Background: an optimization exercise with open tools, aiming at small area, a short achievable clock period and few clock cycles. Do not read the settings as production practice.
Function was checked by simulation only, so behaviour that the tests miss may differ from the original.
No activity file was given, so power comes from the tool's default toggle rates.

===== flow/constraint.sdc =====
create_clock -name core_clock -period 8.0 [get_ports {clk}]
set_input_delay 1.6000 -clock core_clock [delete_from_list [all_inputs] [get_ports {clk}]]
set_output_delay 1.6000 -clock core_clock [all_outputs]
set_load 0.01 [all_outputs]

===== flow/design.v =====
package zrbd_pkg;
    localparam int CMD_W   = 2;
    localparam int BYTE_W  = 8;
    localparam int CNT_W   = 13;
    localparam int BITSEL_W = 3;
    typedef logic [CMD_W-1:0]  cmd_t;
    typedef logic [BYTE_W-1:0] byte_t;
    typedef logic [CNT_W-1:0]  count_t;
    localparam cmd_t CMD_BEGIN = 2'd0;
    localparam cmd_t CMD_BYTE  = 2'd1;
    localparam cmd_t CMD_FILL  = 2'd2;
    localparam cmd_t CMD_QUERY = 2'd3;
    localparam byte_t CLEAR_BYTE = 8'h00;
    localparam byte_t FILL_BYTE  = 8'hff;
    localparam count_t COUNT_RESET = 13'd1;
    localparam int RING_N   = 64;    
    localparam int RING_LEN = 8;     
endpackage
module zrbd_row_store #(
    parameter int RN = 64,
    parameter int RL = 8,
    parameter int RW = 6
) (
    input  logic                  clk,
    input  logic [RN-1:0]         hold,
    input  logic [RN-1:0]         wr,
    input  zrbd_pkg::byte_t       wr_data,
    input  logic [RL*8-1:0]       rd_sel,
    output logic [RN-1:0]         rd_bits
);
    localparam int RB = RL * 8;
    logic [RN*RB-1:0] ring_q;
    genvar j;
    generate
        for (j = 0; j < RN; j++)
        begin : g_ring
            always_ff @(posedge clk)
            begin
                ring_q[j*RB +: RB] <= {ring_q[j*RB +: RB-8],
                                       (ring_q[j*RB+RB-8 +: 8] & {8{hold[j]}}) | (wr_data & {8{wr[j]}})};
            end
        end
    endgenerate
    always_comb
    begin
        for (int r = 0; r < RN; r++)
        begin
            rd_bits[r] = |(ring_q[r*RB +: RB] & rd_sel);
        end
    end
endmodule
module zero_run_bitmap_decoder #(
    parameter int MAX_CLUSTERS = 4096
) (
    input  logic                    clk,
    input  logic                    rst_n,
    input  logic                    cfg_valid,
    output logic                    cfg_ready,
    input  zrbd_pkg::count_t        cfg_data,
    input  logic                    in_valid,
    output logic                    in_stall,
    input  zrbd_pkg::cmd_t          cmd,
    input  zrbd_pkg::byte_t         data_byte,
    input  zrbd_pkg::count_t        cluster,
    output logic                    out_valid,
    input  logic                    out_stall,
    output logic                    visible
);
    localparam int RN  = zrbd_pkg::RING_N;
    localparam int RL  = zrbd_pkg::RING_LEN;
    localparam int RW  = $clog2(RN);
    localparam int SW  = $clog2(RL);
    localparam int PW  = 10;             
    localparam int OD  = 8;              
    localparam int OW  = $clog2(OD);
    logic               q0_v, q1_v;
    logic               q0_k, q1_k;      
    zrbd_pkg::cmd_t     q0_cmd, q1_cmd;
    zrbd_pkg::byte_t    q0_d, q1_d;
    zrbd_pkg::count_t   q0_cl, q1_cl;
    logic [RL*8-1:0]    q0_rsel;         
    logic [RL*8-1:0]    rsel_q1, rsel_in;
    logic               stall_r;
    logic               cfg_ready_r;     
    logic               stall_nx;
    logic               take;
    zrbd_pkg::count_t   in_cl;
    logic               head_free, blocked, fire;
    assign in_stall  = stall_r;
    assign cfg_ready = cfg_ready_r;
    assign take      = (in_valid | cfg_valid) & ~stall_r;
    assign stall_nx  = (head_free ? (q1_v && take) : (q1_v || take)) || (pend >= (OW+2)'(OD - 1));
    assign in_cl     = cfg_valid ? cfg_data : cluster;
    always_comb
    begin
        for (int j = 0; j < RL*8; j++)
        begin
            rsel_q1[j] = ({ph_reg + SW'(1) - q1_cl[5:3], q1_cl[2:0]} == (SW+3)'(j));
            rsel_in[j] = ({ph_reg + SW'(1) - in_cl[5:3], in_cl[2:0]} == (SW+3)'(j));
        end
    end
    logic [12:0]        eff_reg;         
    logic [PW-1:0]      len_reg;         
    logic [PW-1:0]      wpos_reg;
    logic [PW:0]        rem_reg;         
    logic               rem_fix;         
    logic               expect_reg;
    logic               fill_reg;
    logic [SW-1:0]      ph_reg;          
    logic [RL-1:0]      clr_done;        
    logic [RL-1:0]      buf_v;
    logic [RW-1:0]      buf_idx [RL];
    zrbd_pkg::byte_t    buf_d   [RL];
    logic               is_cfg, c_begin, c_byte, c_fill, c_query;
    logic               in_row, lit, skip, zero_b;
    logic [SW-1:0]      w_slot, ins_slot;
    logic [PW:0]        skip_diff;
    logic               skip_cap;
    logic [12:0]        eff_new;
    logic [PW-1:0]      len_new;
    assign is_cfg  = q0_k;
    assign c_begin = !q0_k && (q0_cmd == zrbd_pkg::CMD_BEGIN);
    assign c_byte  = !q0_k && (q0_cmd == zrbd_pkg::CMD_BYTE);
    assign c_fill  = !q0_k && (q0_cmd == zrbd_pkg::CMD_FILL);
    assign c_query = !q0_k && (q0_cmd == zrbd_pkg::CMD_QUERY);
    assign in_row   = !rem_reg[PW] && (rem_reg != '0);
    assign lit      = c_byte && !expect_reg && in_row && (q0_d != zrbd_pkg::CLEAR_BYTE);
    assign zero_b   = c_byte && !expect_reg && in_row && (q0_d == zrbd_pkg::CLEAR_BYTE);
    assign skip     = c_byte && expect_reg;
    assign w_slot   = wpos_reg[SW-1:0];
    assign ins_slot = ph_reg + SW'(1);
    assign skip_diff = rem_reg - (PW+1)'(q0_d);
    assign skip_cap  = skip_diff[PW] || (skip_diff == '0);
    assign blocked   = (c_byte && rem_fix) || (lit && buf_v[w_slot] && (w_slot != nx_slot));
    assign fire      = q0_v && !blocked;
    assign head_free = !q0_v || !blocked;
    always_comb
    begin
        if (q0_cl == '0)
        begin
            eff_new = 13'd1;
        end
        else if (q0_cl > 13'(MAX_CLUSTERS))
        begin
            eff_new = 13'(MAX_CLUSTERS);
        end
        else
        begin
            eff_new = q0_cl;
        end
        len_new = PW'((14'(eff_new) + 14'd7) >> 3);
    end
    logic [RN-1:0]      ins_hold_r, ins_wr_r;
    logic               ins_v_r, ins_clr_r;
    logic [RW-1:0]      ins_idx_r;
    zrbd_pkg::byte_t    ins_d_r;
    logic [SW-1:0]      nx_slot;
    logic               nx_v, nx_clear, begin_now;
    logic [RW-1:0]      nx_idx;
    assign begin_now = fire && c_begin;
    assign nx_slot   = ph_reg + SW'(2);
    assign nx_v      = buf_v[nx_slot] && !begin_now;
    assign nx_idx    = buf_idx[nx_slot];
    assign nx_clear  = !clr_done[nx_slot] || begin_now;
    logic [RW-1:0]      q_ring;
    logic [SW-1:0]      q_slot;
    logic [2:0]         q_bit;
    logic [RN-1:0]      rd_bits;
    assign q_ring = q0_cl[11:6];
    assign q_slot = q0_cl[5:3];
    assign q_bit  = q0_cl[2:0];
    zrbd_row_store #(
        .RN (RN),
        .RL (RL),
        .RW (RW)
    ) u_store (
        .clk     (clk),
        .hold    (ins_hold_r),
        .wr      (ins_wr_r),
        .wr_data (ins_d_r),
        .rd_sel  (q0_rsel),
        .rd_bits (rd_bits)
    );
    logic               r1_v;
    logic               r1_inr, r1_fill, r1_fw, r1_fwbit, r1_clr;
    logic               fw_buf, fw_ins;
    logic [RW-1:0]      r1_ring;
    logic [RN-1:0]      r1_bits;
    logic               res;
    assign fw_buf = buf_v[q_slot] && (buf_idx[q_slot] == q_ring);
    assign fw_ins = ins_v_r && (q_slot == ins_slot) && (ins_idx_r == q_ring);
    assign res = r1_inr && (r1_fill || (r1_fw ? r1_fwbit : (r1_clr && r1_bits[r1_ring])));
    logic               ov_reg, vis_reg;
    logic [OD-1:0]      of_d;
    logic [OW-1:0]      of_rd, of_wr;
    logic [OW:0]        of_n;
    logic               load_head, of_pop, of_push;
    logic [OW+1:0]      pend;
    assign load_head = !ov_reg || !out_stall;
    assign of_pop    = load_head && (of_n != '0);
    assign of_push   = r1_v && !(load_head && (of_n == '0));
    assign pend      = (OW+2)'(of_n) + (OW+2)'(r1_v)
                     + (OW+2)'(q0_v && !q0_k && (q0_cmd == zrbd_pkg::CMD_QUERY))
                     + (OW+2)'(q1_v && !q1_k && (q1_cmd == zrbd_pkg::CMD_QUERY));
    assign out_valid = ov_reg;
    assign visible   = vis_reg;
    always_ff @(posedge clk or negedge rst_n)
    begin
        if (!rst_n)
        begin
            q0_v       <= 1'b0;
            q1_v       <= 1'b0;
            stall_r    <= 1'b0;
            cfg_ready_r <= 1'b1;
            eff_reg    <= 13'd1;
            len_reg    <= PW'(1);
            wpos_reg   <= '0;
            rem_reg    <= (PW+1)'(1);
            rem_fix    <= 1'b0;
            expect_reg <= 1'b0;
            fill_reg   <= 1'b0;
            ph_reg     <= '0;
            clr_done   <= '0;
            buf_v      <= '0;
            r1_v       <= 1'b0;
            ins_v_r    <= 1'b0;
            ins_clr_r  <= 1'b0;
            ov_reg     <= 1'b0;
            of_rd      <= '0;
            of_wr      <= '0;
            of_n       <= '0;
        end
        else
        begin
            if (head_free)
            begin
                q0_v <= q1_v || take;
                q1_v <= q1_v && take;
            end
            else
            begin
                q1_v <= q1_v || take;
            end
            stall_r     <= stall_nx;
            cfg_ready_r <= !stall_nx;
            ph_reg <= ph_reg + SW'(1);
            buf_v[nx_slot]     <= 1'b0;
            clr_done[ins_slot] <= clr_done[ins_slot] || ins_clr_r;
            ins_clr_r          <= nx_clear;
            ins_v_r            <= nx_v;
            rem_fix <= 1'b0;
            if (rem_fix)
            begin
                rem_reg <= (PW+1)'(len_reg) - (PW+1)'(wpos_reg);
            end
            if (fire)
            begin
                if (is_cfg)
                begin
                    eff_reg <= eff_new;
                    len_reg <= len_new;
                    rem_fix <= 1'b1;
                end
                if (c_begin)
                begin
                    wpos_reg   <= '0;
                    rem_reg    <= (PW+1)'(len_reg);
                    expect_reg <= 1'b0;
                    fill_reg   <= 1'b0;
                    buf_v      <= '0;
                    clr_done   <= '0;
                end
                if (c_fill)
                begin
                    wpos_reg   <= PW'(RN * RL);
                    rem_reg    <= '0;
                    expect_reg <= 1'b0;
                    fill_reg   <= 1'b1;
                end
                if (skip)
                begin
                    expect_reg <= 1'b0;
                    if (skip_cap)
                    begin
                        wpos_reg <= len_reg;
                        rem_reg  <= '0;
                    end
                    else
                    begin
                        wpos_reg <= wpos_reg + PW'(q0_d);
                        rem_reg  <= skip_diff;
                    end
                end
                if (zero_b)
                begin
                    expect_reg <= 1'b1;
                end
                if (lit)
                begin
                    wpos_reg       <= wpos_reg + PW'(1);
                    rem_reg        <= rem_reg - (PW+1)'(1);
                    buf_v[w_slot]  <= 1'b1;
                end
            end
            r1_v <= fire && c_query;
            if (load_head)
            begin
                ov_reg <= (of_n != '0) || r1_v;
            end
            if (of_pop)
            begin
                of_rd <= of_rd + OW'(1);
            end
            if (of_push)
            begin
                of_wr <= of_wr + OW'(1);
            end
            of_n <= of_n + (OW+1)'(of_push) - (OW+1)'(of_pop);
        end
    end
    always_ff @(posedge clk)
    begin
        if (head_free)
        begin
            if (q1_v)
            begin
                q0_k   <= q1_k;
                q0_cmd <= q1_cmd;
                q0_d   <= q1_d;
            end
            else
            begin
                q0_k   <= cfg_valid;
                q0_cmd <= cmd;
                q0_d   <= data_byte;
            end
        end
        q0_cl   <= q1_v ? q1_cl : in_cl;
        q0_rsel <= q1_v ? rsel_q1 : rsel_in;
        if (!(q1_v && !head_free))
        begin
            q1_k   <= cfg_valid;
            q1_cmd <= cmd;
            q1_d   <= data_byte;
            q1_cl  <= in_cl;
        end
        for (int j = 0; j < RN; j++)
        begin
            ins_wr_r[j]   <= nx_v && (nx_idx == RW'(j));
            ins_hold_r[j] <= !(nx_clear || (nx_v && (nx_idx == RW'(j))));
        end
        ins_idx_r <= nx_idx;
        ins_d_r   <= buf_d[nx_slot];
        if (fire && lit)
        begin
            buf_idx[w_slot] <= wpos_reg[SW+RW-1:SW];
            buf_d[w_slot]   <= q0_d;
        end
        r1_inr   <= (q0_cl < eff_reg);
        r1_fill  <= fill_reg;
        r1_fw    <= fw_buf || fw_ins;
        r1_fwbit <= fw_buf ? buf_d[q_slot][q_bit] : ins_d_r[q_bit];
        r1_clr   <= clr_done[q_slot];
        r1_ring  <= q_ring;
        r1_bits  <= rd_bits;
        if (load_head)
        begin
            vis_reg <= (of_n != '0) ? of_d[of_rd] : res;
        end
        if (of_push)
        begin
            of_d[of_wr] <= res;
        end
    end
endmodule

===== flow/run.sh =====
#!/bin/bash
# synth_recipe.tcl (not shown) runs the flow's synth.tcl, then flattens the netlist and writes it again
# the make line also repeats each setting of config.mk as NAME=value (left out here)
make -C /OpenROAD-flow-scripts/flow DESIGN_CONFIG=/design/flow/config.mk WORK_HOME=/design/flow/orfs CLKGATE_MAP_FILE= SYNTH_SCRIPT=/design/flow/synth_recipe.tcl finish

===== flow/config.mk =====
export PLATFORM = sky130hd
export DESIGN_NAME = zero_run_bitmap_decoder
export DESIGN_NICKNAME = zero_run_bitmap_decoder
export VERILOG_FILES = /design/flow/design.v
export SDC_FILE = /design/flow/constraint.sdc
export NUM_CORES = 4
export LEC_CHECK = 0
export CAP_MARGIN = 20
export CORE_MARGIN = 2
export CORE_UTILIZATION = 40
export CTS_CLUSTER_DIAMETER = 80
export CTS_CLUSTER_SIZE = 24
export SETUP_SLACK_MARGIN = 5
export SLEW_MARGIN = 20

==> results of run 1 <==
## report_power, final
part	switching, mW	internal [mW]
sequential	1.04	23.6
combinational	1.53	1.01
clock	7.30	5.19
total	9.87	29.8
## cell usage in the layout (no fill, tap or decap), drive strengths merged, types with 67 or more instances in the layout
| cell | count |
|---|---|
| mux4 | 93 |
| a221oi | 1034 |
| inv | 89 |
| a22o | 1540 |
| dfxtp | 4390 |
| or4 | 67 |
| edfxtp | 156 |
| nand4 | 265 |
| clkbuf | 242 |
| ha | 68 |
| nor2 | 273 |
| dfrtp | 80 |
| buf | 241 |
| nand2 | 132 |
## metrics by stage
stage               util, %  area [µm²]  cells
global placement       41.8      136000  13200
floorplan                 -      131000   9377
detailed placement     41.8      136000  13200
CTS                    43.9      143000  13500
finish                 44.2      143000  13600
global route           44.2      143000  13500
## worst max-delay path by stage
stage | from | to | depth (start not counted)
floorplan | cfg_valid | q0_rsel[10]$_DFF_P_ | 11
global placement | cfg_valid | q0_rsel[8]$_DFF_P_ | 9
detailed placement | cfg_valid | q0_rsel[1]$_DFF_P_ | 9
CTS | cfg_ready_r$_DFF_PN1_ | cfg_ready | 1
global route | rem_reg[0]$_DFF_PN1_ | wpos_reg[1]$_DFFE_PN0P_ | 14
finish | cfg_ready_r$_DFF_PN1_ | cfg_ready | 1
## area by class of cell
class	instances	area [µm²]
Antenna cell	22	55.1
Clock inverter	20	268
Sequential cell	4630	95000
Clock buffer	239	5770
Fill cell	28900	181000
Multi-Input combinational cell	3956	33800
Inverter	80	309
Timing Repair Buffer	284	2860
Tap cell	4325	5410
## repair_timing
| item | in CTS | in global routing |
|---|---|---|
| setup buffers | 51 | 32 |
| pin swaps | 38 | 34 |
| gates resized for setup | 129 | 76 |
| cloned | 3 | 5 |
| hold buffers | 0 | 0 |
| setup endpoints to repair | 427 | 237 |
## cell families after synthesis
group                      Yosys count  share of synthesized area [%]
AOI/OAI and AO/OA                 2763                           18.2
DFF                               4630                           72.4
muxes                              194                           2.44
xor gates and xnor gates            72                          0.482
buffers and inverters              794                           2.32
and+or+nand+nor                    847                           3.40
adders and majority gates           77                          0.781
## routing by layer
layer	GRT usage, %	up-vias
li1	-	35100
met1	38.8	45300
met2	44.8	7271
met3	7.54	1792
met4	15.9	20
met5	0	-
==> run notes, run 1 <==
Iter 0 DRT Violations=14800; largest net degree at the start of global routing=69; max incr delay on CP=530 ps; later-pin clock latency in the skew report=980 ps; WP data required=6400 ps; most common cell in the netlist=dfxtp_1; DRC violation count after routing=0; synthesis-to-finish area growth=9.68%; Final nets=9294; skew final=94.7 ps; row cnt=209; minimum clock period=3170 ps; Port Buffers=44; Synth Instances=9377; CTS clock-pin slew for the worst setup and hold paths=90 ps; global route overflow=0; max-slew violations=0; Fin. Hold Viols=0; CP cell instances=buf_6; WL met3=63400 µm; Worst Hold End=u_store.ring_q[1046]$_DFF_P_; Post-Syn Area per Cell=13.9 µm²; pin slew with the least headroom to its limit=1240 ps; synth cell count leaders=4390 x dfxtp_1, 1539 x a22o_1, 1033 x a221oi_1, 361 x clkbuf_1, 326 x buf_1; synthesized area=131000 µm²; max cap viols=0; worst reg-to-reg setup slack=4840 ps; WL met1=195000 µm; Die Area=332000 µm²; Worst Slack Setup Final=4830 ps; hold path cells=0; post-synthesis sequential area ratio=72.4%; final setup fails=0; fin crit share=39.6%; via count=89500; max FFs per register=4096; vias in the first global route=87400; status=finished clean; hold crit path type=reg -> reg; deepest clock path buffer count=4; Leak=53.3 nW; asr flop ratio synth=1.81%; total chip power=39.6 mW; Post-Syn Nets=9494; top_reg_cell synth=dfxtp_1; share of cells above drive strength 1=9.32%; per-cell routed wire length=37.7 µm; delay-heaviest family, CP=flip-flops; main area contributors after synthesis=dfxtp_1 67%, a22o_1 10%, a221oi_1 6.9%; Largest Register=u_store.ring_q; post-DP HPWL=282000 µm; global placement routability congestion=0.912; Ys Warns=2; critical path class=reg -> out; DR vias/cell=6.60; Num CTS Buffers=225; depth of the CTS H-tree=4; final antenna-violating net count=0; Synth top area share=67.2%; Worst R2R Start=rem_reg[0]$_DFF_PN1_; crit start category=flip-flop; Die Span X=576 µm; routed length on met2=220000 µm; Arr. time, crit path=1570 ps; Routed WL=511000 µm; Yosys top cell by area=dfxtp_1; CP max stage cell=dfstp_2; VDD IR max=0.000220 V; RSZ-0062 raised after global routing=yes; Netlist cell types=89; die height=576 µm; initial core utilization=40.3%; first-pass GRT wire length=696000 µm; initial antenna violation count=26; crit path buf inv count=1; core area=325000 µm²; Tot GR Track Use=29.6%; r2r endpoint=wpos_reg[1]$_DFFE_PN0P_; final setup TNS=0 ps; Crit. End Element=primary output; Hold Path Origin=u_store.ring_q[1038]$_DFF_P_; CTS tree=built; WHS=299 ps; Top Metal Used=met5; boundary pin count=45; Placement Setup Slack=3120 ps; crit path max fanout=1; Clock Sink Count=4630; Slew headroom=17.0%; reg2reg path depth=14; Pre-antenna DRT Iters=7; pwr dens=276 nW/µm²; EDFF count, synth=156; Seq cells post-synth=4630; Max Clock Freq=316 MHz; CTS Root Buffer Type=clkbuf_16
Testbench counts, summed over its fixed seeds: cycles 15,652.
==> run 2, diff against run 1 <==
--- a/flow/config.mk
+++ b/flow/config.mk
@@ -10,5 +10,5 @@
 export CORE_UTILIZATION = 40
 export CTS_CLUSTER_DIAMETER = 80
 export CTS_CLUSTER_SIZE = 24
-export SETUP_SLACK_MARGIN = 5
+export SETUP_SLACK_MARGIN = 4.8
 export SLEW_MARGIN = 20
==> run 2 against run 1 <==
Utilization fell by 0.14 points. Critical path depth rose by 5. Clock skew rose by 13 ps. Die area did not move. Largest power group unchanged. Global-route usage rose by 0.25 points. Worst setup slack got worse by 150 ps. Fmax fell by 4.6%. Routed wire length rose by 1.2%. Design area fell by 0.32%. Sequential power barely moved. Synthesized cell count did not move. Still clean on timing, DRC and antenna.
==> run notes, run 2 <==
Synth top area share=67.2% (unchanged); final antenna-violating net count=0 (unchanged); DR vias/cell=6.66 (was 6.60); max FFs per register=4096 (unchanged); initial core utilization=40.3% (unchanged); Synth Area in Simple Gates=3.40% (unchanged); most common cell in the netlist=dfxtp_1 (unchanged); EDFF count, synth=156 (unchanged); status=finished clean (unchanged); Routed WL=517000 µm (was 511000 µm); largest family of logic cells by synthesized area=compound AO/OA/AOI/OAI gates (unchanged); mux cell area share after synthesis=2.44% (unchanged); Pre-antenna DRT Iters=9 (was 7); non-filler cells, final=13500 (was 13600); boundary pin count=45 (unchanged); largest net degree at the start of global routing=66 (was 69); first-pass GRT wire length=700000 µm (was 696000 µm); Yosys top cell by area=dfxtp_1 (unchanged); asr flop ratio synth=1.81% (unchanged); RSZ-0062 raised after global routing=yes (unchanged); design area=143000 µm² (about the same); P_int=29.6 mW (was 29.8 mW); Die Area=332000 µm² (unchanged); Crit. End Element=flip-flop (was primary output); Ys Warns=2 (unchanged); depth of the CTS H-tree=4 (unchanged); Slew headroom=18.0% (was 17.0%); crit path max fanout=24 (was 1); crit start category=flip-flop (unchanged); Leak=53.1 nW (was 53.3 nW); hold_buf cts=0 (unchanged); Netlist cell types=89 (unchanged); die height=576 µm (unchanged); pin slew with the least headroom to its limit=1230 ps (was 1240 ps); max-slew violations=0 (unchanged); vias in the first global route=87500 (was 87400); dpl cell area=136000 µm² (about the same); max cap viols=0 (unchanged); Final Util=44.0% (was 44.2%); Final nets=9262 (was 9294); Seq cells post-synth=4630 (unchanged); Reg power frac=62.4% (was 62.1%); via count=90100 (was 89500); Clk pwr share=31.4% (was 31.5%); Largest Register=u_store.ring_q (unchanged); xor and xnor fraction of the mapped netlist area=0.482% (unchanged); hold crit path type=reg -> reg (unchanged); initial antenna violation count=34 (was 26); core area=325000 µm² (unchanged); Port Buffers=44 (unchanged); synthesized area=131000 µm² (unchanged); later-pin clock latency in the skew report=990 ps (was 980 ps); Placed Instances=13200 (about the same); main area contributors after synthesis=dfxtp_1 67%, a22o_1 10%, a221oi_1 6.9% (unchanged); critical path class=reg -> reg (was reg -> out); CTS Root Buffer Type=clkbuf_16 (unchanged); final setup fails=0 (unchanged); Post-Syn Area per Cell=13.9 µm² (unchanged); WP data required=8830 ps (was 6400 ps); share of cells above drive strength 1=8.72% (was 9.32%); global placement routability congestion=0.909 (was 0.912); commonest cells after routing, fill and taps aside=4314 x dfxtp_1, 1539 x a22o_1, 1028 x a221oi_1, 266 x nor2_1, 264 x nand4_1 (was 4313 x dfxtp_1, 1539 x a22o_1, 1024 x a221oi_1, 264 x nand4_1, 258 x nor2_1); CTS tree=built (unchanged); Compound-Gate Fraction of Synth Area=18.2% (unchanged); deepest clock path buffer count=4 (unchanged); final setup TNS=0 ps (unchanged); top_reg_cell synth=dfxtp_1 (unchanged); post-synthesis sequential area ratio=72.4% (unchanged); per-cell routed wire length=38.2 µm (was 37.7 µm); skew final=108 ps (was 94.7 ps); Synth Area in Adders=0.781% (unchanged); commonest non-fill, non-tap cell in the layout=dfxtp_1 (unchanged); Clock Sink Count=4630 (unchanged); DRC violation count after routing=0 (unchanged); Num CTS Buffers=220 (was 225); Tot GR Track Use=29.8% (was 29.6%); minimum clock period=3320 ps (was 3170 ps); fin crit share=41.5% (was 39.6%); switching pwr=10.0 mW (was 9.87 mW); Logic pwr share=6.1% (was 6.4%); Arr. time, crit path=4150 ps (was 1570 ps); VDD IR max=0.000200 V (was 0.000220 V); post-DP HPWL=287000 µm (was 282000 µm); synth cell count leaders=4390 x dfxtp_1, 1539 x a22o_1, 1033 x a221oi_1, 361 x clkbuf_1, 326 x buf_1 (unchanged); Sw Ratio=25.3% (was 24.9%); synthesis-to-finish area growth=9.32% (was 9.68%); Iter 0 DRT Violations=15900 (was 14800); global route overflow=0 (unchanged); Die Span X=576 µm (unchanged); Synth Instances=9377 (unchanged); Post-Syn Nets=9494 (unchanged); CTS clock-pin slew for the worst setup and hold paths=100 ps (was 90 ps); Max Clock Freq=301 MHz (was 316 MHz); pwr dens=277 nW/µm² (was 276 nW/µm²); Fin. Hold Viols=0 (unchanged); row cnt=209 (unchanged)
[run 2: cell types whose count changed in the layout (fill, tap and decap cells not counted), moves of 4 or more]
| cell | previous run | this run |
|---|---|---|
| nand2_1 | 107 | 116 |
| a221oi_1 | 1024 | 1028 |
| buf_4 | 171 | 154 |
| clkbuf_1 | 9 | 13 |
| mux2i_4 | 4 | 0 |
| clkbuf_16 | 231 | 224 |
| buf_12 | 27 | 39 |
| nor2_1 | 258 | 266 |
| buf_6 | 34 | 16 |
| nor2_2 | 6 | 0 |
| nand2_2 | 13 | 4 |
| a221oi_2 | 9 | 5 |
[run 2: per-stage QoR]
stage | hold slack [ps] | total power, mW | setup WS (ps)
finish | 268 | 39.6 | 4680
global route | 291 | 40.5 | 4660
CTS | 282 | 39.3 | 4770
detailed placement | 336 | 27.2 | 3200
global placement | 332 | 27.2 | 3210
floorplan | 331 | 26.1 | 4240
[run 2: worst max-delay path, stage by stage (launching register included)]
cell,delay [ps]
dfxtp_4,890
buf_4,740
buf_6,560
a22o_1,240
a221oi_1,50
nand4_1,130
or4_1,420
[run 2: worst paths after layout]
| check | slack, ps | to | depth (start not counted) | from |
|---|---|---|---|---|
| min in group asynchronous | 620 | of_n[0]$_DFF_PN0_ | 1 | rst_n |
| hold reg to reg | 270 | u_store.ring_q[2193]$_DFF_P_ | 0 | u_store.ring_q[2185]$_DFF_P_ |
| setup / recovery | 4680 | r1_bits[33]$_DFF_P_ | 6 | q0_rsel[12]$_DFF_P_ |
| max in group asynchronous | 6210 | wpos_reg[0]$_DFFE_PN0P_ | 2 | rst_n |
| hold / removal | 270 | u_store.ring_q[2193]$_DFF_P_ | 0 | u_store.ring_q[2185]$_DFF_P_ |
| setup reg to reg | 4680 | r1_bits[33]$_DFF_P_ | 6 | q0_rsel[12]$_DFF_P_ |
[run 2: cell families (layout without fill, tap and decap cells)]
group,after synthesis,after routing
buf+inv,794,600
fa+ha+maj,77,77
xor+xnor,72,72
mux,194,194
flops,4630,4630
other cells,0,19
compound gates,2763,2763
simple gates,847,848
[run 2: layout make-up]
class / count / area (µm²)
Sequential cell: 4630 / 95000
Fill cell: 28800 / 182000
Inverter: 80 / 305
Multi-Input combinational cell: 3954 / 33600
Antenna cell: 19 / 47.5
Tap cell: 4325 / 5410
Timing Repair Buffer: 259 / 2750
Clock inverter: 23 / 299
Clock buffer: 238 / 5660
[run 2: what timing repair did]
action / CTS / global route
endpoints found under the setup margin: 412 / 233
buffers inserted: 54 / 10
gates cloned: 5 / 2
resized for setup: 92 / 46
pin swaps: 25 / 20
[run 2: layer usage]
layer | wire, µm | up-vias | share of wire (%) | track usage [%]
met5 | 223 | - | 0.043 | 0.143
met4 | 27900 | 28 | 5.4 | 13.3
met3 | 70500 | 1699 | 14 | 8.73
met2 | 217000 | 7557 | 42 | 44.1
met1 | 202000 | 45700 | 39 | 40.3
li1 | - | 35100 | - | -
[run 2: power by group through the flow]
stage	Clock, mW	Combinational, mW	Sequential [mW]
2_1_floorplan	0	1.77	24.3
3_3_place_gp	0	1.99	25.2
3_5_place_dp	0	2.03	25.2
4_1_cts	12.4	2.23	24.7
5_1_grt	13.2	2.58	24.7
6_report	12.4	2.43	24.7
==> run 3, diff against run 2 <==
--- a/flow/design.v
+++ b/flow/design.v
@@ -81,15 +81,16 @@
     logic [RL*8-1:0]    q0_rsel;         
     logic [RL*8-1:0]    rsel_q1, rsel_in;
     logic               stall_r;
-    logic               cfg_ready_r;     
-    logic               stall_nx;
+    logic               cfg_ready_r;
+    logic               stall_nx, q_full_nx;
     logic               take;
     zrbd_pkg::count_t   in_cl;
     logic               head_free, blocked, fire;
     assign in_stall  = stall_r;
     assign cfg_ready = cfg_ready_r;
-    assign take      = (in_valid | cfg_valid) & ~stall_r;
-    assign stall_nx  = (head_free ? (q1_v && take) : (q1_v || take)) || (pend >= (OW+2)'(OD - 1));
+    assign take      = (in_valid & ~stall_r) | (cfg_valid & cfg_ready_r);
+    assign q_full_nx = head_free ? (q1_v && take) : (q1_v || take);
+    assign stall_nx  = q_full_nx || (pend >= (OW+2)'(OD - 1));
     assign in_cl     = cfg_valid ? cfg_data : cluster;
     always_comb
     begin
@@ -150,7 +151,7 @@
         end
         len_new = PW'((14'(eff_new) + 14'd7) >> 3);
     end
-    logic [RN-1:0]      ins_hold_r, ins_wr_r;
+    logic [RN-1:0]      ins_hold, ins_wr_r;
     logic               ins_v_r, ins_clr_r;
     logic [RW-1:0]      ins_idx_r;
     zrbd_pkg::byte_t    ins_d_r;
@@ -162,6 +163,7 @@
     assign nx_v      = buf_v[nx_slot] && !begin_now;
     assign nx_idx    = buf_idx[nx_slot];
     assign nx_clear  = !clr_done[nx_slot] || begin_now;
+    assign ins_hold  = ~(ins_wr_r | {RN{ins_clr_r}});
     logic [RW-1:0]      q_ring;
     logic [SW-1:0]      q_slot;
     logic [2:0]         q_bit;
@@ -175,7 +177,7 @@
         .RW (RW)
     ) u_store (
         .clk     (clk),
-        .hold    (ins_hold_r),
+        .hold    (ins_hold),
         .wr      (ins_wr_r),
         .wr_data (ins_d_r),
         .rd_sel  (q0_rsel),
@@ -242,7 +244,7 @@
                 q1_v <= q1_v || take;
             end
             stall_r     <= stall_nx;
-            cfg_ready_r <= !stall_nx;
+            cfg_ready_r <= !q_full_nx;
             ph_reg <= ph_reg + SW'(1);
             buf_v[nx_slot]     <= 1'b0;
             clr_done[ins_slot] <= clr_done[ins_slot] || ins_clr_r;
@@ -347,7 +349,6 @@
         for (int j = 0; j < RN; j++)
         begin
             ins_wr_r[j]   <= nx_v && (nx_idx == RW'(j));
-            ins_hold_r[j] <= !(nx_clear || (nx_v && (nx_idx == RW'(j))));
         end
         ins_idx_r <= nx_idx;
         ins_d_r   <= buf_d[nx_slot];
--- a/flow/config.mk
+++ b/flow/config.mk
@@ -7,8 +7,8 @@
 export LEC_CHECK = 0
 export CAP_MARGIN = 20
 export CORE_MARGIN = 2
-export CORE_UTILIZATION = 40
+export CORE_UTILIZATION = 55
 export CTS_CLUSTER_DIAMETER = 80
 export CTS_CLUSTER_SIZE = 24
-export SETUP_SLACK_MARGIN = 4.8
+export SETUP_SLACK_MARGIN = 5
 export SLEW_MARGIN = 20
==> run 3 against run 2 <==
Still clean on timing, DRC and antenna. Flip-flop and latch count down 64. Die area down 28%. Hold slack better by 61 ps. Clock power down 3%. Sequential power down 4%. Critical endpoint is now of_d[2]$_DFFE_PP_.
==> run notes, run 3 <==
synthesis-to-finish area growth=8.83% (was 9.32%); hold path cells=0 (unchanged); Synth Instances=9238 (was 9377); Iter 0 DRT Violations=14000 (was 15900); commonest cells after routing, fill and taps aside=4249 x dfxtp_1, 1541 x a22o_1, 1024 x a221oi_1, 262 x nand4_1, 244 x nor2_1 (was 4314 x dfxtp_1, 1539 x a22o_1, 1028 x a221oi_1, 266 x nor2_1, 264 x nand4_1); Pre-antenna DRT Iters=7 (was 9); Yosys top cell by area=dfxtp_1 (unchanged); Multi-input gate area=33600 µm² (about the same); design area=140000 µm² (was 143000 µm²); final setup TNS=0 ps (unchanged); Slew headroom=18.9% (was 18.0%); critical path class=reg -> reg (unchanged); DR vias/cell=7.24 (was 6.66); Reg power frac=59.9% (was 62.4%); Clk pwr share=30.3% (was 31.4%); EDFF count, synth=156 (unchanged); dpl cell area=133000 µm² (was 136000 µm²); max cap viols=0 (unchanged); Crit. End Element=flip-flop (unchanged); most common cell in the netlist=dfxtp_1 (unchanged); top_reg_cell synth=dfxtp_1 (unchanged); Max Clock Freq=311 MHz (was 301 MHz); global placement routability congestion=0.896 (was 0.909); pin slew with the least headroom to its limit=1220 ps (was 1230 ps); Arr. time, crit path=3910 ps (was 4150 ps); depth of the CTS H-tree=4 (unchanged); Synth top area share=67.1% (was 67.2%); Post-Syn Nets=9355 (was 9494); via count=89000 (was 90100); FF/Latch Area=93700 µm² (was 95000 µm²); Post-Syn Area per Cell=14.0 µm² (was 13.9 µm²); Layout fillers=18100 (was 28800); final antenna-violating net count=0 (unchanged); Final Util=60.3% (was 44.0%); Sw Ratio=26.4% (was 25.3%); first-pass GRT wire length=692000 µm (was 700000 µm); WP data required=8690 ps (was 8830 ps); RSZ-0062 raised after global routing=yes (unchanged); hold_buf cts=0 (unchanged); share of cells above drive strength 1=9.27% (was 8.72%); post-synthesis sequential area ratio=72.4% (about the same); synth cell count leaders=4326 x dfxtp_1, 1542 x a22o_1, 1028 x a221oi_1, 438 x clkbuf_1, 262 x nand4_1 (was 4390 x dfxtp_1, 1539 x a22o_1, 1033 x a221oi_1, 361 x clkbuf_1, 326 x buf_1); commonest non-fill, non-tap cell in the layout=dfxtp_1 (unchanged); later-pin clock latency in the skew report=940 ps (was 990 ps); global route overflow=0 (unchanged); VDD IR max=0.000230 V (was 0.000200 V); status=finished clean (unchanged); CTS clock-pin slew for the worst setup and hold paths=90 ps (was 100 ps); initial core utilization=55.4% (was 40.3%); row cnt=177 (was 209); switching pwr=10.5 mW (was 10.0 mW); largest net degree at the start of global routing=65 (was 66); minimum clock period=3220 ps (was 3320 ps); vias in the first global route=84900 (was 87500); crit start category=flip-flop (unchanged); Tot GR Track Use=41.7% (was 29.8%); non-filler cells, final=12300 (was 13500); Logic pwr share=9.7% (was 6.1%); Num CTS Buffers=210 (was 220); Largest Register=u_store.ring_q (unchanged); synthesized area=129000 µm² (was 131000 µm²); core area=233000 µm² (was 325000 µm²); Die Area=239000 µm² (was 332000 µm²); Die Span X=488 µm (was 576 µm); post-DP HPWL=280000 µm (was 287000 µm); P_int=29.2 mW (was 29.6 mW); Fin. Hold Viols=0 (unchanged); Ys Warns=2 (unchanged); main area contributors after synthesis=dfxtp_1 67%, a22o_1 10%, a221oi_1 7.0% (was dfxtp_1 67%, a22o_1 10%, a221oi_1 6.9%); die height=488 µm (was 576 µm); skew final=47.0 ps (was 108 ps); max FFs per register=4096 (unchanged); asr flop ratio synth=1.84% (was 1.81%); boundary pin count=45 (unchanged); DRC violation count after routing=0 (unchanged); Clock Sink Count=4566 (was 4630); crit path max fanout=6 (was 24); CTS tree=built (unchanged); Seq cells post-synth=4566 (was 4630); final setup fails=0 (unchanged); Netlist cell types=72 (was 89); Port Buffers=44 (unchanged); pwr dens=283 nW/µm² (was 277 nW/µm²); Placed Instances=11900 (was 13200); CTS Root Buffer Type=clkbuf_16 (unchanged); reg2reg path depth=8 (was 6); per-cell routed wire length=41.6 µm (was 38.2 µm); hold crit path type=reg -> reg (unchanged); initial antenna violation count=35 (was 34); Final nets=9223 (was 9262); fin crit share=40.2% (was 41.5%); max-slew violations=0 (unchanged); Leak=52.6 nW (was 53.1 nW); deepest clock path buffer count=3 (was 4); Routed WL=512000 µm (was 517000 µm)
run 3: cell types whose count changed in the layout (fill, tap and decap cells not counted), moves of 10 or more:
cell,previous run,this run
buf_4,154,182
buf_6,16,27
dfxtp_1,4314,4249
nand3_1,21,31
nor2_1,266,244
or4_1,66,48
or4_4,1,18
run 3: layout make-up:
type | count | area share [%]
clock inverter | 23 | 0.315
antenna | 12 | 0.0214
inverter | 79 | 0.221
sequential | 4566 | 66.7
multi-input combinational | 3947 | 23.9
clock buffer | 230 | 3.79
tap | 3132 | 2.79
timing repair buffer | 302 | 2.22
run 3: kinds of logic (layout without fill, tap and decap cells):
family | Yosys count | count (layout) | share of synthesized area [%]
mux | 185 | 185 | 2.39
flops | 4566 | 4566 | 72.4
buf+inv | 730 | 634 | 2.14
fa+ha+maj | 77 | 77 | 0.791
compound gates | 2777 | 2779 | 18.5
other cells | 0 | 12 | 0
simple gates | 834 | 837 | 3.37
xor+xnor | 69 | 69 | 0.468
run 3: worst max-delay path, cell delays in order (launching register included):
cell and delay, ps:
dfxtp_4 400, buf_12 140, mux4_2 510, mux4_2 500, mux4_2 610, nand4b_1 200, nand3_4 170, nor4bb_4 210
a22o_1 230
run 3: stage by stage:
| stage | setup slack (ps) | power (mW) | hold WS, ps |
|---|---|---|---|
| 2_1_floorplan | 4240 | 26.0 | 331 |
| 3_3_place_gp | 3190 | 27.5 | 332 |
| 3_5_place_dp | 3160 | 27.6 | 337 |
| 4_1_cts | 4790 | 39.3 | 326 |
| 5_1_grt | 4730 | 40.6 | 332 |
| 6_report | 4780 | 39.7 | 328 |
run 3: routing by layer:
metal	share of wire (%)	global-route usage [%]	wire [µm]
met1	38	55.3	195000
met2	43	61.5	218000
met3	13	11.9	65300
met4	6.4	22.6	32700
met5	0.068	0	348
run 3: final timing paths:
path                                           endpoint                         start  slack (ps)
max                                   of_d[2]$_DFFE_PP_            r1_ring[0]$_DFF_P_        4780
min                        u_store.ring_q[4024]$_DFF_P_  u_store.ring_q[4016]$_DFF_P_         330
max reg2reg                           of_d[2]$_DFFE_PP_            r1_ring[0]$_DFF_P_        4780
min reg2reg                u_store.ring_q[4024]$_DFF_P_  u_store.ring_q[4016]$_DFF_P_         330
max in group asynchronous           ins_clr_r$_DFF_PN0_                         rst_n        6080
min in group asynchronous       wpos_reg[6]$_DFFE_PN0P_                         rst_n         620
run 3: power by group through the flow:
stage	clock (mW)	sequential, mW	combinational [mW]
finish	12.0	23.8	3.87
global route	12.8	23.8	4.01
CTS	12.0	23.8	3.55
detailed placement	0	24.3	3.24
global placement	0	24.3	3.22
floorplan	0	23.9	2.12
run 3: repair_timing:
item	CTS	global route
pin swaps	26	36
endpoints found under the setup margin	400	178
hold endpoints to repair	0	0
resized for setup	152	56
buffers inserted	48	58
cloned	6	5
Testbench counts of run 3, summed over its fixed seeds: cycles 15,652.
==> run 4, diff against run 3 <==
--- a/flow/config.mk
+++ b/flow/config.mk
@@ -7,7 +7,7 @@
 export LEC_CHECK = 0
 export CAP_MARGIN = 20
 export CORE_MARGIN = 2
-export CORE_UTILIZATION = 55
+export CORE_UTILIZATION = 40
 export CTS_CLUSTER_DIAMETER = 80
 export CTS_CLUSTER_SIZE = 24
 export SETUP_SLACK_MARGIN = 5
==> run 4 against run 3 <==
Largest cell class unchanged. Still clean. Critical path depth is 7 lower. Non-clock buffer count is 6 lower. Clock power hardly changed. Highest routed layer unchanged. Total power is 0.42% higher. Largest power group unchanged. Area after synthesis stayed put. Global-route usage is 12 points lower. Via count is 1.1% higher. Die area is 37% higher.
==> run notes, run 4 <==
status=finished clean (unchanged); commonest non-fill, non-tap cell in the layout=dfxtp_1 (unchanged); Synth top area share=67.1% (unchanged); skew final=77.8 ps (was 47.0 ps); Synth Area in Simple Gates=3.37% (unchanged); design area=142000 µm² (was 140000 µm²); later-pin clock latency in the skew report=990 ps (was 940 ps); delay-heaviest family, CP=flip-flops (was multiplexers); DRC violation count after routing=0 (unchanged); Pre-antenna DRT Iters=7 (unchanged); global route overflow=0 (unchanged); max incr delay on CP=570 ps (was 610 ps); xor and xnor fraction of the mapped netlist area=0.468% (unchanged); Largest Register=u_store.ring_q (unchanged); Netlist cell types=72 (unchanged); max FFs per register=4096 (unchanged); main area contributors after synthesis=dfxtp_1 67%, a22o_1 10%, a221oi_1 7.0% (unchanged); crit path max fanout=2 (was 6); max cap viols=0 (unchanged); final antenna-violating net count=0 (unchanged); commonest cells after routing, fill and taps aside=4249 x dfxtp_1, 1541 x a22o_1, 1024 x a221oi_1, 262 x nand4_1, 241 x nor2_1 (was 4249 x dfxtp_1, 1541 x a22o_1, 1024 x a221oi_1, 262 x nand4_1, 244 x nor2_1); Crit. End Element=primary output (was flip-flop); die height=572 µm (was 488 µm); vias in the first global route=87100 (was 84900); Routed WL=512000 µm (about the same); global placement routability congestion=0.897 (was 0.896); hold path cells=0 (unchanged); r2r endpoint=of_d[0]$_DFFE_PP_ (was of_d[2]$_DFFE_PP_); crit start category=flip-flop (unchanged); Hold Path Origin=u_store.ring_q[801]$_DFF_P_ (was u_store.ring_q[4016]$_DFF_P_); Max Clock Freq=312 MHz (was 311 MHz); fin crit share=40.0% (was 40.2%); worst reg-to-reg setup slack=4800 ps (was 4780 ps); synthesis-to-finish area growth=9.88% (was 8.83%); Slew headroom=13.1% (was 18.9%); reg2reg path depth=8 (unchanged); top_reg_cell synth=dfxtp_1 (unchanged); final setup fails=0 (unchanged); Ys Warns=2 (unchanged); pwr dens=281 nW/µm² (was 283 nW/µm²); asr flop ratio synth=1.84% (unchanged); final setup TNS=0 ps (unchanged); Clock Sink Count=4566 (unchanged); deepest clock path buffer count=4 (was 3); hold crit path type=reg -> reg (unchanged); RSZ-0062 raised after global routing=yes (unchanged); VDD IR max=0.000203 V (was 0.000230 V); Layout fillers=28700 (was 18100); CTS clock-pin slew for the worst setup and hold paths=90 ps (about the same); Num CTS Buffers=217 (was 210); Tot GR Track Use=30.0% (was 41.7%); Worst R2R Start=r1_ring[0]$_DFF_P_ (unchanged); post-synthesis sequential area ratio=72.4% (unchanged); Synth Area in Adders=0.791% (unchanged); CP max stage cell=dfstp_2 (was mux4_2); max-slew violations=0 (unchanged); largest family of logic cells by synthesized area=compound AO/OA/AOI/OAI gates (unchanged); per-cell routed wire length=38.0 µm (was 41.6 µm); CTS tree=built (unchanged); Post-Syn Nets=9355 (unchanged); largest net degree at the start of global routing=65 (unchanged); Compound-Gate Fraction of Synth Area=18.5% (unchanged); Iter 0 DRT Violations=14900 (was 14000); post-DP HPWL=279000 µm (was 280000 µm); most common cell in the netlist=dfxtp_1 (unchanged); Post-Syn Area per Cell=14.0 µm² (unchanged); EDFF count, synth=156 (unchanged); initial core utilization=40.2% (was 55.4%); Die Span X=572 µm (was 488 µm); DR vias/cell=6.68 (was 7.24); WP data required=6400 ps (was 8690 ps); boundary pin count=45 (unchanged); Leak=52.6 nW (about the same); Final nets=9225 (was 9223); CTS Root Buffer Type=clkbuf_16 (unchanged); pin slew with the least headroom to its limit=1300 ps (was 1220 ps); WHS=302 ps (was 328 ps); CP cell instances=buf_6 (was buf_12 > mux4_2 > mux4_2 > mux4_2 > nand4b_1 > nand3_4 > nor4bb_4 > a22o_1); Seq cells post-synth=4566 (unchanged); Synth Instances=9238 (unchanged); initial antenna violation count=36 (was 35); share of cells above drive strength 1=9.28% (was 9.27%); Fin. Hold Viols=0 (unchanged); synth cell count leaders=4326 x dfxtp_1, 1542 x a22o_1, 1028 x a221oi_1, 438 x clkbuf_1, 262 x nand4_1 (unchanged); Arr. time, crit path=1600 ps (was 3910 ps); critical path class=reg -> out (was reg -> reg); Worst Hold End=u_store.ring_q[809]$_DFF_P_ (was u_store.ring_q[4024]$_DFF_P_); via count=90000 (was 89000); row cnt=208 (was 177); Die Area=327000 µm² (was 239000 µm²); depth of the CTS H-tree=4 (unchanged); hold_buf cts=0 (unchanged); first-pass GRT wire length=693000 µm (was 692000 µm); mux cell area share after synthesis=2.39% (unchanged); crit path buf inv count=1 (unchanged); Yosys top cell by area=dfxtp_1 (unchanged); dpl cell area=134000 µm² (was 133000 µm²); synthesized area=129000 µm² (unchanged); core area=321000 µm² (was 233000 µm²); minimum clock period=3200 ps (was 3220 ps); Port Buffers=44 (unchanged)
run 4: cell counts after synthesis:
Identical to the previous run, type by type.
run 4: power by group:
| part | switching, mW | internal [mW] | total, mW | leakage [nW] |
|---|---|---|---|---|
| clock network | 7.26 | 5.04 | 12.3 | 2.89 |
| registers | 0.697 | 23.2 | 23.9 | 37.4 |
| logic | 2.55 | 1.18 | 3.73 | 12.4 |
| total | 10.5 | 29.4 | 39.9 | 52.6 |
run 4: kinds of logic (layout without fill, tap and decap cells):
kind of cell | after synthesis | in the layout
flip-flops | 4566 | 4566
AO/OA/AOI/OAI | 2777 | 2779
AND/OR/NAND/NOR | 834 | 838
buffers and inverters | 730 | 630
multiplexers | 185 | 185
adder cells (fa/ha/maj) | 77 | 77
XOR/XNOR | 69 | 69
other | 0 | 27
run 4: repair_timing:
item,in CTS,in global routing
buffers inserted,51,43
gates resized for setup,124,67
endpoints found under the setup margin,399,230
pin swaps,33,38
gates cloned,5,4
run 4: metal layers:
layer / part of all wire (%) / global-route usage (%) / routed length, µm
met1: 38 / 39.5 / 196000
met3: 13 / 8.82 / 67400
met4: 6.3 / 15.8 / 32100
met5: 0.040 / 0 / 207
met2: 42 / 44.4 / 216000
run 4: per-stage QoR:
stage	setup slack [ps]	power (mW)	instances	utilization (%)
CTS	4710	39.5	13400	43.9
global route	4730	40.8	13500	44.1
detailed placement	3230	27.5	13100	41.8
global placement	3280	27.5	13100	41.8
floorplan	4240	26.0	9238	-
finish	4800	39.9	13500	44.2
run 4: cell type report:
class | count | area [µm²] | share of cell area [%]
clock buffer | 229 | 5540 | 3.91
multi-input combinational | 3948 | 33600 | 23.7
clock inverter | 26 | 355 | 0.251
antenna | 27 | 67.6 | 0.0476
sequential | 4566 | 93700 | 66.1
timing repair buffer | 296 | 2890 | 2.04
tap | 4305 | 5390 | 3.80
inverter | 79 | 308 | 0.217
run 4: worst max-delay path by stage:
| stage | startpoint | endpoint | slack (ps) | cells after the start |
|---|---|---|---|---|
| floorplan | cfg_valid | q0_rsel[10]$_DFF_P_ | 4240 | 11 |
| global route | cfg_ready_r$_DFF_PN1_ | cfg_ready | 4730 | 1 |
| finish | cfg_ready_r$_DFF_PN1_ | cfg_ready | 4800 | 1 |
| detailed placement | ph_reg[1]$_DFF_PN0_ | len_reg[0]$_DFFE_PN1P_ | 3230 | 10 |
| CTS | cfg_ready_r$_DFF_PN1_ | cfg_ready | 4710 | 1 |
| global placement | ph_reg[1]$_DFF_PN0_ | len_reg[0]$_DFFE_PN1P_ | 3280 | 10 |

## what the ideal ports hide
How much do the figures lean on ideal ports? The routed layouts below were timed once more, with nothing changed but the port constraints. Step 1: set_driving_cell puts a clkbuf_16 on clk and a buf_2 on each other input, an assumption about the parent block. Step 2, shift: input delay + t, output delay - t, t = (earliest + latest rising clock arrival at the registers) / 2. This alone moves slack from input paths to output paths. Slacks: ideal ports / drivers / drivers and shift; pairs: ideal ports / drivers.
run	shift t [ns]	slack for setup (ns)	worst data-port slew with drivers (ns)
run 1	1.030	4.831 / 4.735 / 4.091	0.05
run 2	1.034	4.678 / 4.678 / 3.926	0.07
run 3	1.005	4.784 / 4.752 / 4.126	0.05
run 4	1.038	4.799 / 4.704 / 4.104	0.07
After both steps setup and hold are still met in every run listed. The setup slack of run 2, which loses most, moves by 0.000 ns with the drivers and by -0.752 ns with both steps.
